Source: an optimization exercise on an open RTL-to-GDS flow (aim: small area). Production flows keep margins and buffers that such runs may drop. In this exercise RTL edits were held to simulation tests only and were not proved equivalent to the original. No activity file was given, so power comes from the tool's default toggle rates.

==> flow/design.v (excerpt) <==
module pipeline_id_hazard #(
  parameter int XLEN   = 32,
  parameter int BYPASS = 1,
  parameter int HAZARD = 1
) (
  input  logic            clk,
  input  logic            reset,
  input  logic            if_valid,
  input  logic [31:0]     if_instr,
  input  logic [XLEN-1:0] if_pcplus4,
  input  logic            ex_flush,
  input  logic            wb_en,
  input  logic [4:0]      wb_reg,
  input  logic [XLEN-1:0] wb_data,
  output logic            id_stall,
  output logic            ex_valid,
  output logic            ex_regwrite,
  output logic            ex_memtoreg,
  output logic            ex_memwrite,
  output logic            ex_branch,
  output logic            ex_nez,
  output logic            ex_alusrc,
  output logic            ex_jump,
  output logic            ex_link,
  output logic            ex_jumptoreg,
  output logic            ex_shiftl16,
  output logic            ex_illegal,
  output logic [1:0]      ex_aluop,
  output logic [5:0]      ex_funct,
  output logic [4:0]      ex_rs,
  output logic [4:0]      ex_rt,
  output logic [4:0]      ex_dst,
  output logic [XLEN-1:0] ex_rega,
  output logic [XLEN-1:0] ex_regb,
  output logic [XLEN-1:0] ex_imm,
  output logic [XLEN-1:0] ex_pcplus4
);
Settings: LEC_CHECK=0, CAP_MARGIN=20, CORE_MARGIN=2, CORE_UTILIZATION=35, PLACE_DENSITY=0.5, SLEW_MARGIN=20, SYNTH_HIERARCHICAL=1; clock period 7.0 ns.
run.sh (not shown) runs the stock make flow with config.mk's settings and CLKGATE_MAP_FILE= SYNTH_SCRIPT=/design/flow/synth_recipe.tcl, a recipe that flattens the netlist after the stock synthesis.
The starting point finished with timing, DRC and antenna clean.
Then changed:
==> flow/flow/run.sh (new file) <==
#!/bin/bash
# Standard ORFS layout with smaller port buffers, a lighter clock tree and
# synthesis' gates reset to their smallest drive before placement.
set -uo pipefail
HERE=$(pwd)
bash standard.sh \
  "BUFFER_PORTS_ARGS=-buffer_cell sky130_fd_sc_hd__buf_1" \
  "CTS_ARGS=-sink_clustering_enable -repair_clock_nets -buf_list sky130_fd_sc_hd__clkbuf_16 -sink_clustering_size 30 -sink_clustering_max_diameter 80 -dont_use_dummy_load" \
  REMOVE_ABC_BUFFERS=1 \
  "POST_FLOORPLAN_TCL=$HERE/flow/downsize.tcl" \
  finish > flow_make.log 2>&1
==> flow/flow/downsize.tcl (new file) <==
# Set every combinational cell from synthesis to its smallest drive strength
# of the same function; repair_design re-buffers and resizes where the
# slew and capacitance limits call for it.
set db [ord::get_db]
set block [ord::get_db_block]
set n 0
foreach inst [$block getInsts] {
  set master [$inst getMaster]
  set m [$master getName]
  if {![regexp {^(sky130_fd_sc_hd__[a-z0-9]+)_(\d+)$} $m -> base sz]} { continue }
  if {[regexp {__(df|edf|sdf|dl|buf|clk|inv|tap|conb|fill|decap|diode)} $base]} { continue }
  set best $master
  foreach s {0 1 2} {
    set cand [$db findMaster ${base}_$s]
    if {$cand eq "NULL"} { continue }
    if {[$cand getWidth] < [[set best] getWidth]} { set best $cand }
  }
  if {$best ne $master} {
    replace_cell [$inst getName] [$best getName]
    incr n
  }
}
puts "downsize: resized $n instances"
==> flow/standard.sh (new file) <==
#!/bin/bash
# synth_recipe.tcl (not shown) runs the flow's synth.tcl, then flattens the netlist and writes it again
# the make line also repeats each setting of config.mk as NAME=value (left out here)
make -C /OpenROAD-flow-scripts/flow DESIGN_CONFIG=/design/flow/config.mk WORK_HOME=/design/flow/orfs CLKGATE_MAP_FILE= SYNTH_SCRIPT=/design/flow/synth_recipe.tcl "${@:-finish}"
- CAP_MARGIN: 20 -> 12
- CORE_UTILIZATION: 35 -> 50
- GPL_TIMING_DRIVEN: unset -> 0
- PLACE_DENSITY: 0.5 -> 0.65
- SLEW_MARGIN: 20 -> 12
removed: flow/run.sh
Result: The new run ran to the end with no violations. Critical path depth climbs by 3. Power drops by about 20%. Combinational power climbs by 3.0%. Wire length climbs by about 3%.
Then changed:
==> flow/flow/run.sh (replaced) <==
#!/bin/bash
# Standard ORFS layout with smaller port buffers and a lighter clock tree.
set -uo pipefail
bash standard.sh \
  "BUFFER_PORTS_ARGS=-buffer_cell sky130_fd_sc_hd__buf_1" \
  "CTS_ARGS=-sink_clustering_enable -repair_clock_nets -buf_list sky130_fd_sc_hd__clkbuf_16 -sink_clustering_size 30 -sink_clustering_max_diameter 80 -dont_use_dummy_load" \
  finish > flow_make.log 2>&1
- CAP_MARGIN: 12 -> 20
- CORE_UTILIZATION: 50 -> 35
- GPL_TIMING_DRIVEN: 0 -> unset
- PLACE_DENSITY: 0.65 -> 0.5
- SLEW_MARGIN: 12 -> 20
removed: flow/flow/downsize.tcl
The new run passed the timing, design-rule and antenna checks; design area decreases by 3.4%; wire length decreases by 3.9%; worst hold slack degrades by 24 ps; synthesized area is unchanged; critical path depth decreases by 1; via count decreases by 7.6%; worst setup slack improves by 280 ps; non-clock buffer count decreases by 102; core utilization decreases by 20 points.
Then changed:
==> flow/flow/run.sh (replaced) <==
#!/bin/bash
# Standard ORFS layout with smaller port buffers, a lighter clock tree and
# synthesis' gates reset to their smallest drive before placement.
set -uo pipefail
HERE=$(pwd)
bash standard.sh \
  "BUFFER_PORTS_ARGS=-buffer_cell sky130_fd_sc_hd__buf_1" \
  "CTS_ARGS=-sink_clustering_enable -repair_clock_nets -buf_list sky130_fd_sc_hd__clkbuf_16 -sink_clustering_size 30 -sink_clustering_max_diameter 80 -dont_use_dummy_load" \
  REMOVE_ABC_BUFFERS=1 \
  "POST_FLOORPLAN_TCL=$HERE/flow/downsize.tcl" \
  finish > flow_make.log 2>&1
==> flow/flow/downsize.tcl (new file) <==
# Set every combinational cell from synthesis to its smallest drive strength
# of the same function; repair_design re-buffers and resizes where the
# slew and capacitance limits call for it.
set db [ord::get_db]
set block [ord::get_db_block]
set n 0
foreach inst [$block getInsts] {
  set master [$inst getMaster]
  set m [$master getName]
  if {![regexp {^(sky130_fd_sc_hd__[a-z0-9]+)_(\d+)$} $m -> base sz]} { continue }
  if {[regexp {__(df|edf|sdf|dl|buf|clk|inv|tap|conb|fill|decap|diode)} $base]} { continue }
  set best $master
  foreach s {0 1 2} {
    set cand [$db findMaster ${base}_$s]
    if {$cand eq "NULL"} { continue }
    if {[$cand getWidth] < [[set best] getWidth]} { set best $cand }
  }
  if {$best ne $master} {
    replace_cell [$inst getName] [$best getName]
    incr n
  }
}
puts "downsize: resized $n instances"
- CORE_UTILIZATION: 35 -> 65
- PLACE_DENSITY: 0.5 -> 0.8
What happened:
- non-clock buffer count went down by 7
- total power drops by about 2.5%
- cell count drops by 16%
- hold slack improves by 23 ps
- sequential power is about the same
- routed wire length shrinks by 3.5%

---

## alpha
pipeline_id_hazard again, from the RTL that the note above started with.
Settings: LEC_CHECK=0, CAP_MARGIN=12, CORE_MARGIN=2, CORE_UTILIZATION=50, PLACE_DENSITY=0.65, SLEW_MARGIN=12, SYNTH_HIERARCHICAL=1; clock period 7.0 ns.
standard.sh (not shown) runs the stock make flow with config.mk's settings and CLKGATE_MAP_FILE= SYNTH_SCRIPT=/design/flow/synth_recipe.tcl, a recipe that flattens the netlist after the stock synthesis.
==> flow/flow/run.sh <==
#!/bin/bash
# Standard ORFS layout with smaller port buffers, a lighter clock tree and
# synthesis' gates reset to their smallest drive before placement.
set -uo pipefail
HERE=$(pwd)
bash standard.sh \
  "BUFFER_PORTS_ARGS=-buffer_cell sky130_fd_sc_hd__buf_1" \
  "CTS_ARGS=-sink_clustering_enable -repair_clock_nets -buf_list sky130_fd_sc_hd__clkbuf_16 -sink_clustering_size 30 -sink_clustering_max_diameter 80 -dont_use_dummy_load" \
  REMOVE_ABC_BUFFERS=1 \
  "POST_FLOORPLAN_TCL=$HERE/flow/downsize.tcl" \
  finish > flow_make.log 2>&1
==> flow/flow/downsize.tcl <==
# Set every combinational cell from synthesis to its smallest drive strength
# of the same function; repair_design re-buffers and resizes where the
# slew and capacitance limits call for it.
set db [ord::get_db]
set block [ord::get_db_block]
set n 0
foreach inst [$block getInsts] {
  set master [$inst getMaster]
  set m [$master getName]
  if {![regexp {^(sky130_fd_sc_hd__[a-z0-9]+)_(\d+)$} $m -> base sz]} { continue }
  if {[regexp {__(df|edf|sdf|dl|buf|clk|inv|tap|conb|fill|decap|diode)} $base]} { continue }
  set best $master
  foreach s {0 1 2} {
    set cand [$db findMaster ${base}_$s]
    if {$cand eq "NULL"} { continue }
    if {[$cand getWidth] < [[set best] getWidth]} { set best $cand }
  }
  if {$best ne $master} {
    replace_cell [$inst getName] [$best getName]
    incr n
  }
}
puts "downsize: resized $n instances"
Edits applied to the flow inputs when going from alpha to beta:
Settings: changing CORE_UTILIZATION from 50 to 35; changing CAP_MARGIN from 12 to 20; changing SLEW_MARGIN from 12 to 20; changing PLACE_DENSITY from 0.65 to 0.5.
==> flow/flow/run.sh <==
#!/bin/bash
# Standard ORFS layout with smaller port buffers and a lighter clock tree.
set -uo pipefail
bash standard.sh \
  "BUFFER_PORTS_ARGS=-buffer_cell sky130_fd_sc_hd__buf_1" \
  "CTS_ARGS=-sink_clustering_enable -repair_clock_nets -buf_list sky130_fd_sc_hd__clkbuf_16 -sink_clustering_size 30 -sink_clustering_max_diameter 80 -dont_use_dummy_load" \
  RECOVER_POWER=100 \
  finish > flow_make.log 2>&1
removed: flow/flow/downsize.tcl
--- outcome ---
- Total sequential power across beta and alpha: no real change.
- alpha → beta: global-route usage fell by 11 points, wire length reported by the detailed router saw little to no change.
- beta finished all stages; however, its layout fails the closing checks, the failures being capacitance limit, slew limit.
- alpha vs beta, critical path launch point: rs_q[0] vs rt_q[3]
- Diff alpha -> beta | total inserted antenna cells | decrease of 4
- beta vs alpha — cell count rose 482.
Modified inputs, gamma compared to beta
Settings: swapping 35 for 50 in CORE_UTILIZATION; swapping 0.5 for 0.65 in PLACE_DENSITY.
diff --git a/flow/flow/run.sh b/flow/flow/run.sh
--- a/flow/flow/run.sh
+++ b/flow/flow/run.sh
@@ -7 +6,0 @@
-  RECOVER_POWER=100 \
==> comparison <==
gamma finished end to end and its layout was clean on timing, DRC and antenna.
The worst setup path endpoint comes out ex_regb[15] in one run and ex_rega[7] in the other, namely in beta and gamma respectively.
Per the comparison of gamma with beta, sequential share of layout area rose by 0.84 points; ratio of cells with drive above 1 in the final layout rose by 2.2 points.
Delta (gamma minus beta): number of global-route vias before repair went up 5.5%; clock network fraction of design power has decreased; number of rows in the core area shrank by 17%; worst max-slew margin expressed relative to the limit picked up an extra 130 points.
What delta does differently from gamma at the input level:
Settings: a change of CORE_UTILIZATION from 50 to 35; a change of PLACE_DENSITY from 0.65 to 0.5.
==> flow/flow/run.sh <==
#!/bin/bash
# Standard ORFS layout with smaller port buffers and a lighter clock tree.
set -uo pipefail
bash standard.sh \
  "BUFFER_PORTS_ARGS=-buffer_cell sky130_fd_sc_hd__buf_1" \
  "CTS_ARGS=-sink_clustering_enable -repair_clock_nets -buf_list sky130_fd_sc_hd__clkbuf_8 -sink_clustering_size 20 -sink_clustering_max_diameter 60 -dont_use_dummy_load" \
  finish > flow_make.log 2>&1
- Re final net count: delta is about 2% up on gamma.
- Of delta and gamma, the run reporting the lower number of buffers added by the clock tree synthesis step was gamma.
- Lower switching share of power goes to gamma over delta.
- Capturing element of the worst setup path = ex_regb[14]: delta; capturing element of the worst setup path = ex_rega[7]: gamma

---

## north
The RTL this note starts from:
==> flow/design.v <==
module pipeline_id_hazard #(
  parameter int XLEN   = 32,
  parameter int BYPASS = 1,
  parameter int HAZARD = 1
) (
  input  logic            clk,
  input  logic            reset,
  input  logic            if_valid,
  input  logic [31:0]     if_instr,
  input  logic [XLEN-1:0] if_pcplus4,
  input  logic            ex_flush,
  input  logic            wb_en,
  input  logic [4:0]      wb_reg,
  input  logic [XLEN-1:0] wb_data,
  output logic            id_stall,
  output logic            ex_valid,
  output logic            ex_regwrite,
  output logic            ex_memtoreg,
  output logic            ex_memwrite,
  output logic            ex_branch,
  output logic            ex_nez,
  output logic            ex_alusrc,
  output logic            ex_jump,
  output logic            ex_link,
  output logic            ex_jumptoreg,
  output logic            ex_shiftl16,
  output logic            ex_illegal,
  output logic [1:0]      ex_aluop,
  output logic [5:0]      ex_funct,
  output logic [4:0]      ex_rs,
  output logic [4:0]      ex_rt,
  output logic [4:0]      ex_dst,
  output logic [XLEN-1:0] ex_rega,
  output logic [XLEN-1:0] ex_regb,
  output logic [XLEN-1:0] ex_imm,
  output logic [XLEN-1:0] ex_pcplus4
);
  localparam logic [5:0] OP_RTYPE = 6'b000000;
  localparam logic [5:0] OP_LW    = 6'b100011;
  localparam logic [5:0] OP_SW    = 6'b101011;
  localparam logic [5:0] OP_BEQ   = 6'b000100;
  localparam logic [5:0] OP_BNE   = 6'b000101;
  localparam logic [5:0] OP_ADDI  = 6'b001000;
  localparam logic [5:0] OP_ORI   = 6'b001101;
  localparam logic [5:0] OP_LUI   = 6'b001111;
  localparam logic [5:0] OP_J     = 6'b000010;
  localparam logic [5:0] OP_JAL   = 6'b000011;
  localparam logic [5:0] FN_JR    = 6'b001000;
  localparam logic [3:0] C_BUB  = 4'd0;
  localparam logic [3:0] C_R    = 4'd1;
  localparam logic [3:0] C_JR   = 4'd2;
  localparam logic [3:0] C_LW   = 4'd3;
  localparam logic [3:0] C_SW   = 4'd4;
  localparam logic [3:0] C_BEQ  = 4'd5;
  localparam logic [3:0] C_BNE  = 4'd6;
  localparam logic [3:0] C_ADDI = 4'd7;
  localparam logic [3:0] C_ORI  = 4'd8;
  localparam logic [3:0] C_LUI  = 4'd9;
  localparam logic [3:0] C_J    = 4'd10;
  localparam logic [3:0] C_JAL  = 4'd11;
  localparam logic [3:0] C_ILL  = 4'd12;
  logic [5:0] opcode;
  logic [5:0] funct;
  logic [4:0] rs;
  logic [4:0] rt;
  assign opcode = if_instr[31:26];
  assign rs     = if_instr[25:21];
  assign rt     = if_instr[20:16];
  assign funct  = if_instr[5:0];
  logic [3:0]      cls_q;
  logic [4:0]      rs_q;
  logic [4:0]      rt_q;
  logic [15:0]     imm_q;
  logic [XLEN-1:0] pc_q;
  logic [31:1][XLEN-1:0] regs_q;
  logic [XLEN-1:0]       wr_data;
  assign wr_data = reset ? '0 : wb_data;
  always_ff @(posedge clk) begin
    for (int i = 1; i < 32; i++)
      if (reset || (wb_en && (wb_reg == i[4:0]))) regs_q[i] <= wr_data;
  end
  logic [31:1] sel_a;
  logic [31:1] sel_b;
  always_comb begin
    for (int i = 1; i < 32; i++) begin
      sel_a[i] = (rs_q == i[4:0]);
      sel_b[i] = (rt_q == i[4:0]);
    end
  end
  for (genvar b = 0; b < XLEN; b++) begin : g_rd
    logic [31:1] col;
    for (genvar i = 1; i < 32; i++) begin : g_col
      assign col[i] = regs_q[i][b];
    end
    id_rf_rdmux u_a (.sel(sel_a), .d(col), .y(ex_rega[b]));
    id_rf_rdmux u_b (.sel(sel_b), .d(col), .y(ex_regb[b]));
  end
  logic [3:0] cls;
  logic       rs_used;
  logic       rt_used;
  always_comb begin
    rs_used = 1'b0;
    rt_used = 1'b0;
    case (opcode)
      OP_RTYPE: begin cls = (funct == FN_JR) ? C_JR : C_R; rs_used = 1'b1; rt_used = 1'b1; end
      OP_LW:    begin cls = C_LW;   rs_used = 1'b1; end
      OP_SW:    begin cls = C_SW;   rs_used = 1'b1; rt_used = 1'b1; end
      OP_BEQ:   begin cls = C_BEQ;  rs_used = 1'b1; rt_used = 1'b1; end
      OP_BNE:   begin cls = C_BNE;  rs_used = 1'b1; rt_used = 1'b1; end
      OP_ADDI:  begin cls = C_ADDI; rs_used = 1'b1; end
      OP_ORI:   begin cls = C_ORI;  rs_used = 1'b1; end
      OP_LUI:   cls = C_LUI;
      OP_J:     cls = C_J;
      OP_JAL:   cls = C_JAL;
      default:  cls = C_ILL;
    endcase
  end
  logic load_use;
  logic kill;
  assign load_use = if_valid && (cls_q == C_LW) && (rt_q != 5'd0) &&
                    ((rs_used && (rs == rt_q)) || (rt_used && (rt == rt_q)));
  assign id_stall = load_use && !ex_flush;
  assign kill = reset || ex_flush || !if_valid || load_use;
  always_ff @(posedge clk) begin
    if (kill) begin
      cls_q <= C_BUB;
      rs_q  <= '0;
      rt_q  <= '0;
      imm_q <= '0;
      pc_q  <= '0;
    end else begin
      cls_q <= cls;
      rs_q  <= rs;
      rt_q  <= rt;
      imm_q <= if_instr[15:0];
      pc_q  <= if_pcplus4;
    end
  end
  logic signext;
  always_comb begin
    ex_valid     = 1'b1;
    ex_regwrite  = 1'b0;
    ex_memtoreg  = 1'b0;
    ex_memwrite  = 1'b0;
    ex_branch    = 1'b0;
    ex_nez       = 1'b0;
    ex_alusrc    = 1'b0;
    ex_jump      = 1'b0;
    ex_link      = 1'b0;
    ex_jumptoreg = 1'b0;
    ex_shiftl16  = 1'b0;
    ex_illegal   = 1'b0;
    ex_aluop     = 2'b00;
    ex_dst       = 5'd0;
    signext      = 1'b0;
    case (cls_q)
      C_BUB:  ex_valid = 1'b0;
      C_R:    begin ex_regwrite = 1'b1; ex_aluop = 2'b10; ex_dst = imm_q[15:11]; end
      C_JR:   begin ex_jumptoreg = 1'b1; ex_aluop = 2'b10; end
      C_LW:   begin ex_regwrite = 1'b1; ex_memtoreg = 1'b1; ex_alusrc = 1'b1; ex_dst = rt_q; signext = 1'b1; end
      C_SW:   begin ex_memwrite = 1'b1; ex_alusrc = 1'b1; signext = 1'b1; end
      C_BEQ:  begin ex_branch = 1'b1; ex_aluop = 2'b01; signext = 1'b1; end
      C_BNE:  begin ex_branch = 1'b1; ex_nez = 1'b1; ex_aluop = 2'b01; signext = 1'b1; end
      C_ADDI: begin ex_regwrite = 1'b1; ex_alusrc = 1'b1; ex_dst = rt_q; signext = 1'b1; end
      C_ORI:  begin ex_regwrite = 1'b1; ex_alusrc = 1'b1; ex_aluop = 2'b11; ex_dst = rt_q; end
      C_LUI:  begin ex_regwrite = 1'b1; ex_alusrc = 1'b1; ex_shiftl16 = 1'b1; ex_aluop = 2'b11; ex_dst = rt_q; end
      C_J:    ex_jump = 1'b1;
      C_JAL:  begin ex_jump = 1'b1; ex_link = 1'b1; ex_regwrite = 1'b1; ex_dst = 5'd31; end
      default: ex_illegal = 1'b1;
    endcase
  end
  assign ex_funct   = imm_q[5:0];
  assign ex_rs      = rs_q;
  assign ex_rt      = rt_q;
  assign ex_imm     = {{(XLEN-16){signext & imm_q[15]}}, imm_q};
  assign ex_pcplus4 = pc_q;
endmodule
module id_rf_rdmux (
  input  logic [31:1] sel,
  input  logic [31:1] d,
  output logic        y
);
  logic [10:1] t;
  for (genvar k = 0; k < 10; k++) begin : g_t
    id_aoi222 u_t (.a1(sel[3*k+1]), .b1(d[3*k+1]), .a2(sel[3*k+2]), .b2(d[3*k+2]),
                   .a3(sel[3*k+3]), .b3(d[3*k+3]), .y(t[k+1]));
  end
  assign y = ~(&t) | (sel[31] & d[31]);
endmodule
module id_aoi222 (
  input  logic a1, b1, a2, b2, a3, b3,
  output logic y
);
  assign y = ~((a1 & b1) | (a2 & b2) | (a3 & b3));
endmodule
==> flow/config.mk <==
export PLATFORM = sky130hd
export DESIGN_NAME = pipeline_id_hazard
export DESIGN_NICKNAME = pipeline_id_hazard
export VERILOG_FILES = /design/flow/design.v
export SDC_FILE = /design/flow/constraint.sdc
export NUM_CORES = 4
export LEC_CHECK = 0
export CAP_MARGIN = 12
export CORE_MARGIN = 2
export CORE_UTILIZATION = 50
export PLACE_DENSITY = 0.65
export SLEW_MARGIN = 12
export SYNTH_HIERARCHICAL = 1
==> flow/constraint.sdc <==
create_clock -name core_clock -period 7.0 [get_ports {clk}]
set_input_delay 1.4000 -clock core_clock [delete_from_list [all_inputs] [get_ports {clk}]]
set_output_delay 1.4000 -clock core_clock [all_outputs]
set_load 0.01 [all_outputs]
==> flow/flow/run.sh <==
#!/bin/bash
# Standard ORFS layout with smaller port buffers, a lighter clock tree,
# synthesis' gates reset to their smallest drive before placement, and
# oversized drivers and buffers trimmed after placement repair.
set -uo pipefail
HERE=$(pwd)
bash standard.sh \
  "BUFFER_PORTS_ARGS=-buffer_cell sky130_fd_sc_hd__buf_1" \
  "CTS_ARGS=-sink_clustering_enable -repair_clock_nets -buf_list {sky130_fd_sc_hd__clkbuf_8 sky130_fd_sc_hd__clkbuf_16} -sink_clustering_size 20 -sink_clustering_max_diameter 80 -dont_use_dummy_load" \
  REMOVE_ABC_BUFFERS=1 \
  "POST_FLOORPLAN_TCL=$HERE/flow/downsize.tcl" \
  "POST_RESIZE_TCL=$HERE/flow/downsize2.tcl" \
  finish > flow_make.log 2>&1
==> flow/flow/downsize2.tcl <==
# After repair_design: a gate whose output now feeds only a few pins, or a
# buffer, may not need the drive it was sized up to; set it back to a small
# drive of its function, then let repair_design check the limits again.
set db [ord::get_db]
set block [ord::get_db_block]
set n 0
foreach inst [$block getInsts] {
  set m [[$inst getMaster] getName]
  if {![regexp {^(sky130_fd_sc_hd__[a-z0-9]+)_(\d+)$} $m -> base sz]} { continue }
  if {[regexp {__(df|edf|sdf|dl|clk|inv|tap|conb|fill|decap|diode)} $base]} { continue }
  set isbuf [regexp {__buf$} $base]
  set outnet ""
  set nout 0
  foreach it [$inst getITerms] {
    if {[$it isOutputSignal]} { set outnet [$it getNet]; incr nout }
  }
  if {$nout != 1 || $outnet eq "NULL" || $outnet eq ""} { continue }
  set nloads 0
  foreach it [$outnet getITerms] { if {[$it isInputSignal]} { incr nloads } }
  incr nloads [llength [$outnet getBTerms]]
  if {!$isbuf && $nloads > 3} { continue }
  set best [$inst getMaster]
  foreach s [expr {$isbuf ? {2 4} : {0 1 2}}] {
    set cand [$db findMaster ${base}_$s]
    if {$cand eq "NULL"} { continue }
    if {[$cand getWidth] < [$best getWidth]} { set best $cand }
  }
  if {[$best getName] ne $m} {
    replace_cell [$inst getName] [$best getName]
    incr n
  }
}
puts "downsize2: resized $n instances"
estimate_parasitics -placement
repair_design -slew_margin $::env(SLEW_MARGIN) -cap_margin $::env(CAP_MARGIN)
Other scripts of this flow, unchanged in this note and not shown: flow/flow/downsize.tcl
No stage failed in north, and the final checks on the layout all came back clean.
Setup changes, north to south
# north
export LEC_CHECK = 0
export CAP_MARGIN = 12
export CORE_MARGIN = 2
export CORE_UTILIZATION = 50
export PLACE_DENSITY = 0.65
export SLEW_MARGIN = 12
export SYNTH_HIERARCHICAL = 1
create_clock -name core_clock -period 7.0 [get_ports {clk}]
# south
export LEC_CHECK = 0
export CAP_MARGIN = 20
export CORE_MARGIN = 2
export CORE_UTILIZATION = 50
export PLACE_DENSITY = 0.65
export SLEW_MARGIN = 20
export SYNTH_HIERARCHICAL = 1
create_clock -name core_clock -period 7.0 [get_ports {clk}]
==> flow/flow/run.sh <==
#!/bin/bash
# Standard ORFS layout with smaller port buffers, a lighter clock tree and
# synthesis' gates reset to their smallest drive before placement.
set -uo pipefail
HERE=$(pwd)
bash standard.sh \
  "BUFFER_PORTS_ARGS=-buffer_cell sky130_fd_sc_hd__buf_1" \
  "CTS_ARGS=-sink_clustering_enable -repair_clock_nets -buf_list sky130_fd_sc_hd__clkbuf_16 -sink_clustering_size 30 -sink_clustering_max_diameter 80 -dont_use_dummy_load" \
  REMOVE_ABC_BUFFERS=1 \
  "POST_FLOORPLAN_TCL=$HERE/flow/downsize.tcl" \
  finish > flow_make.log 2>&1
removed: flow/flow/downsize2.tcl
Findings:
south completed every stage of the flow, and the final layout passed the timing, design-rule and antenna checks.
south ends up with a sum of routed wire length over all layers that is 870 um lower than in north.
Between south and north, it is south whose post-place setup slack is higher, by 0.26 ns.
south vs north on non-clock buffer count: south is the higher one.
Compared with north, south shows worst hold margin higher by 0.032 ns.
On south: clock buffer and inverter area fraction after layout is 0.84 points lower than what north gave.
Against north as the reference, south delivers a higher setup slack.
Going from north to south, via count of the routed design shows no meaningful change; post-route cell area shows an increase of 0.91%.
Taking north as the reference point, the area growth from synthesis to final layout of south rises by 1.0 points.
For east, these inputs were changed with respect to south:
# south
export LEC_CHECK = 0
export CAP_MARGIN = 20
export CORE_MARGIN = 2
export CORE_UTILIZATION = 50
export PLACE_DENSITY = 0.65
export SLEW_MARGIN = 20
export SYNTH_HIERARCHICAL = 1
create_clock -name core_clock -period 7.0 [get_ports {clk}]
# east
export LEC_CHECK = 0
export CAP_MARGIN = 12
export CORE_MARGIN = 2
export CORE_UTILIZATION = 50
export PLACE_DENSITY = 0.65
export SLEW_MARGIN = 12
export SYNTH_HIERARCHICAL = 1
create_clock -name core_clock -period 7.0 [get_ports {clk}]
==> flow/flow/run.sh <==
#!/bin/bash
# Standard ORFS layout with smaller port buffers, a lighter clock tree,
# synthesis' gates reset to their smallest drive before placement, and
# oversized drivers and buffers trimmed after placement repair.
set -uo pipefail
HERE=$(pwd)
bash standard.sh \
  "BUFFER_PORTS_ARGS=-buffer_cell sky130_fd_sc_hd__buf_1" \
  "CTS_ARGS=-sink_clustering_enable -repair_clock_nets -buf_list sky130_fd_sc_hd__clkbuf_16 -sink_clustering_size 30 -sink_clustering_max_diameter 80 -dont_use_dummy_load" \
  REMOVE_ABC_BUFFERS=1 \
  "POST_FLOORPLAN_TCL=$HERE/flow/downsize.tcl" \
  "POST_RESIZE_TCL=$HERE/flow/downsize2.tcl" \
  finish > flow_make.log 2>&1
==> flow/flow/downsize2.tcl (new file) <==
# After repair_design: a gate whose output now feeds only a few pins, or a
# buffer, may not need the drive it was sized up to; set it back to a small
# drive of its function, then let repair_design check the limits again.
set db [ord::get_db]
set block [ord::get_db_block]
set n 0
foreach inst [$block getInsts] {
  set m [[$inst getMaster] getName]
  if {![regexp {^(sky130_fd_sc_hd__[a-z0-9]+)_(\d+)$} $m -> base sz]} { continue }
  if {[regexp {__(df|edf|sdf|dl|clk|inv|tap|conb|fill|decap|diode)} $base]} { continue }
  set isbuf [regexp {__buf$} $base]
  set outnet ""
  set nout 0
  foreach it [$inst getITerms] {
    if {[$it isOutputSignal]} { set outnet [$it getNet]; incr nout }
  }
  if {$nout != 1 || $outnet eq "NULL" || $outnet eq ""} { continue }
  set nloads 0
  foreach it [$outnet getITerms] { if {[$it isInputSignal]} { incr nloads } }
  incr nloads [llength [$outnet getBTerms]]
  if {!$isbuf && $nloads > 3} { continue }
  set best [$inst getMaster]
  foreach s [expr {$isbuf ? {2 4} : {0 1 2}}] {
    set cand [$db findMaster ${base}_$s]
    if {$cand eq "NULL"} { continue }
    if {[$cand getWidth] < [$best getWidth]} { set best $cand }
  }
  if {[$best getName] ne $m} {
    replace_cell [$inst getName] [$best getName]
    incr n
  }
}
puts "downsize2: resized $n instances"
estimate_parasitics -placement
repair_design -slew_margin $::env(SLEW_MARGIN) -cap_margin $::env(CAP_MARGIN)
Findings:
The final reports for east and south show final cycle utilization of the critical path higher in the former.
Fraction of area in registers in east is 1.0 points higher than in south
east vs south, critical path endpoint: ex_rega[12] vs ex_rega[1]
east ran to completion and came out clean on the timing, design-rule and antenna checks.
Fraction of power spent switching nets delta (east -> south): insignificant
Final critical delay including setup and external delays, east and south: higher on east
Across both runs, proportion of final cell area spent on non-clock buffers was lower for east than for south.
Hold buffer count at cts: east vs south — no meaningful difference
From south to east, sum of overflow across all layers after global routing did not move at all.
For number of cells in the finished layout apart from fillers, east and south come out practically identical.
Looking at area growth from synthesis to final layout, east sits 1.7 points lower than south does.

[separate check: timing with driven ports]
Ports are ideal in the flow. The routed layouts listed here were re-timed in OpenROAD.
Step 1 assumes that a clkbuf_16 drives the clock port and a buf_2 every other input.
Step 2 also shifts input and output timing later by t, the mid clock arrival at the registers, as if the neighbouring blocks saw the same clock.
a / b / c = ideal / step 1 / step 2; a / b = the first two.
run	shift t [ns]	slack for setup (ns)	worst hold slack (ns)	worst register clock-pin slew, ns
the first run of note 1	0.770	1.100 / 1.030 / 1.800	1.125 / 1.125 / 1.125	0.07 / 0.07
the second run of note 1	0.699	1.202 / 1.130 / 1.829	0.983 / 0.935 / 1.290	0.12 / 0.12
the third run of note 1	0.740	1.478 / 1.400 / 2.141	0.959 / 0.905 / 1.185	0.12 / 0.12
the fourth run of note 1	0.699	1.559 / 1.488 / 2.187	0.982 / 0.938 / 1.274	0.12 / 0.12
alpha	0.701	1.395 / 1.325 / 2.026	0.951 / 0.911 / 1.394	0.12 / 0.12
beta	0.740	0.954 / 0.877 / 0.288	0.959 / 0.906 / 1.188	0.12 / 0.12
gamma	0.697	1.681 / 1.609 / 2.305	0.993 / 0.950 / 1.258	0.12 / 0.12
delta	0.808	1.416 / 1.341 / 2.149	0.887 / 0.835 / 1.191	0.12 / 0.12
north	0.732	1.256 / 1.186 / 1.918	0.961 / 0.915 / 1.595	0.09 / 0.09
south	0.677	1.607 / 1.540 / 2.217	0.993 / 0.952 / 1.365	0.12 / 0.12
east	0.697	1.307 / 1.236 / 1.932	0.981 / 0.934 / 1.588	0.12 / 0.12
For beta, which loses most, drivers alone change the setup slack by -0.077 ns; drivers and shift together by -0.666 ns.
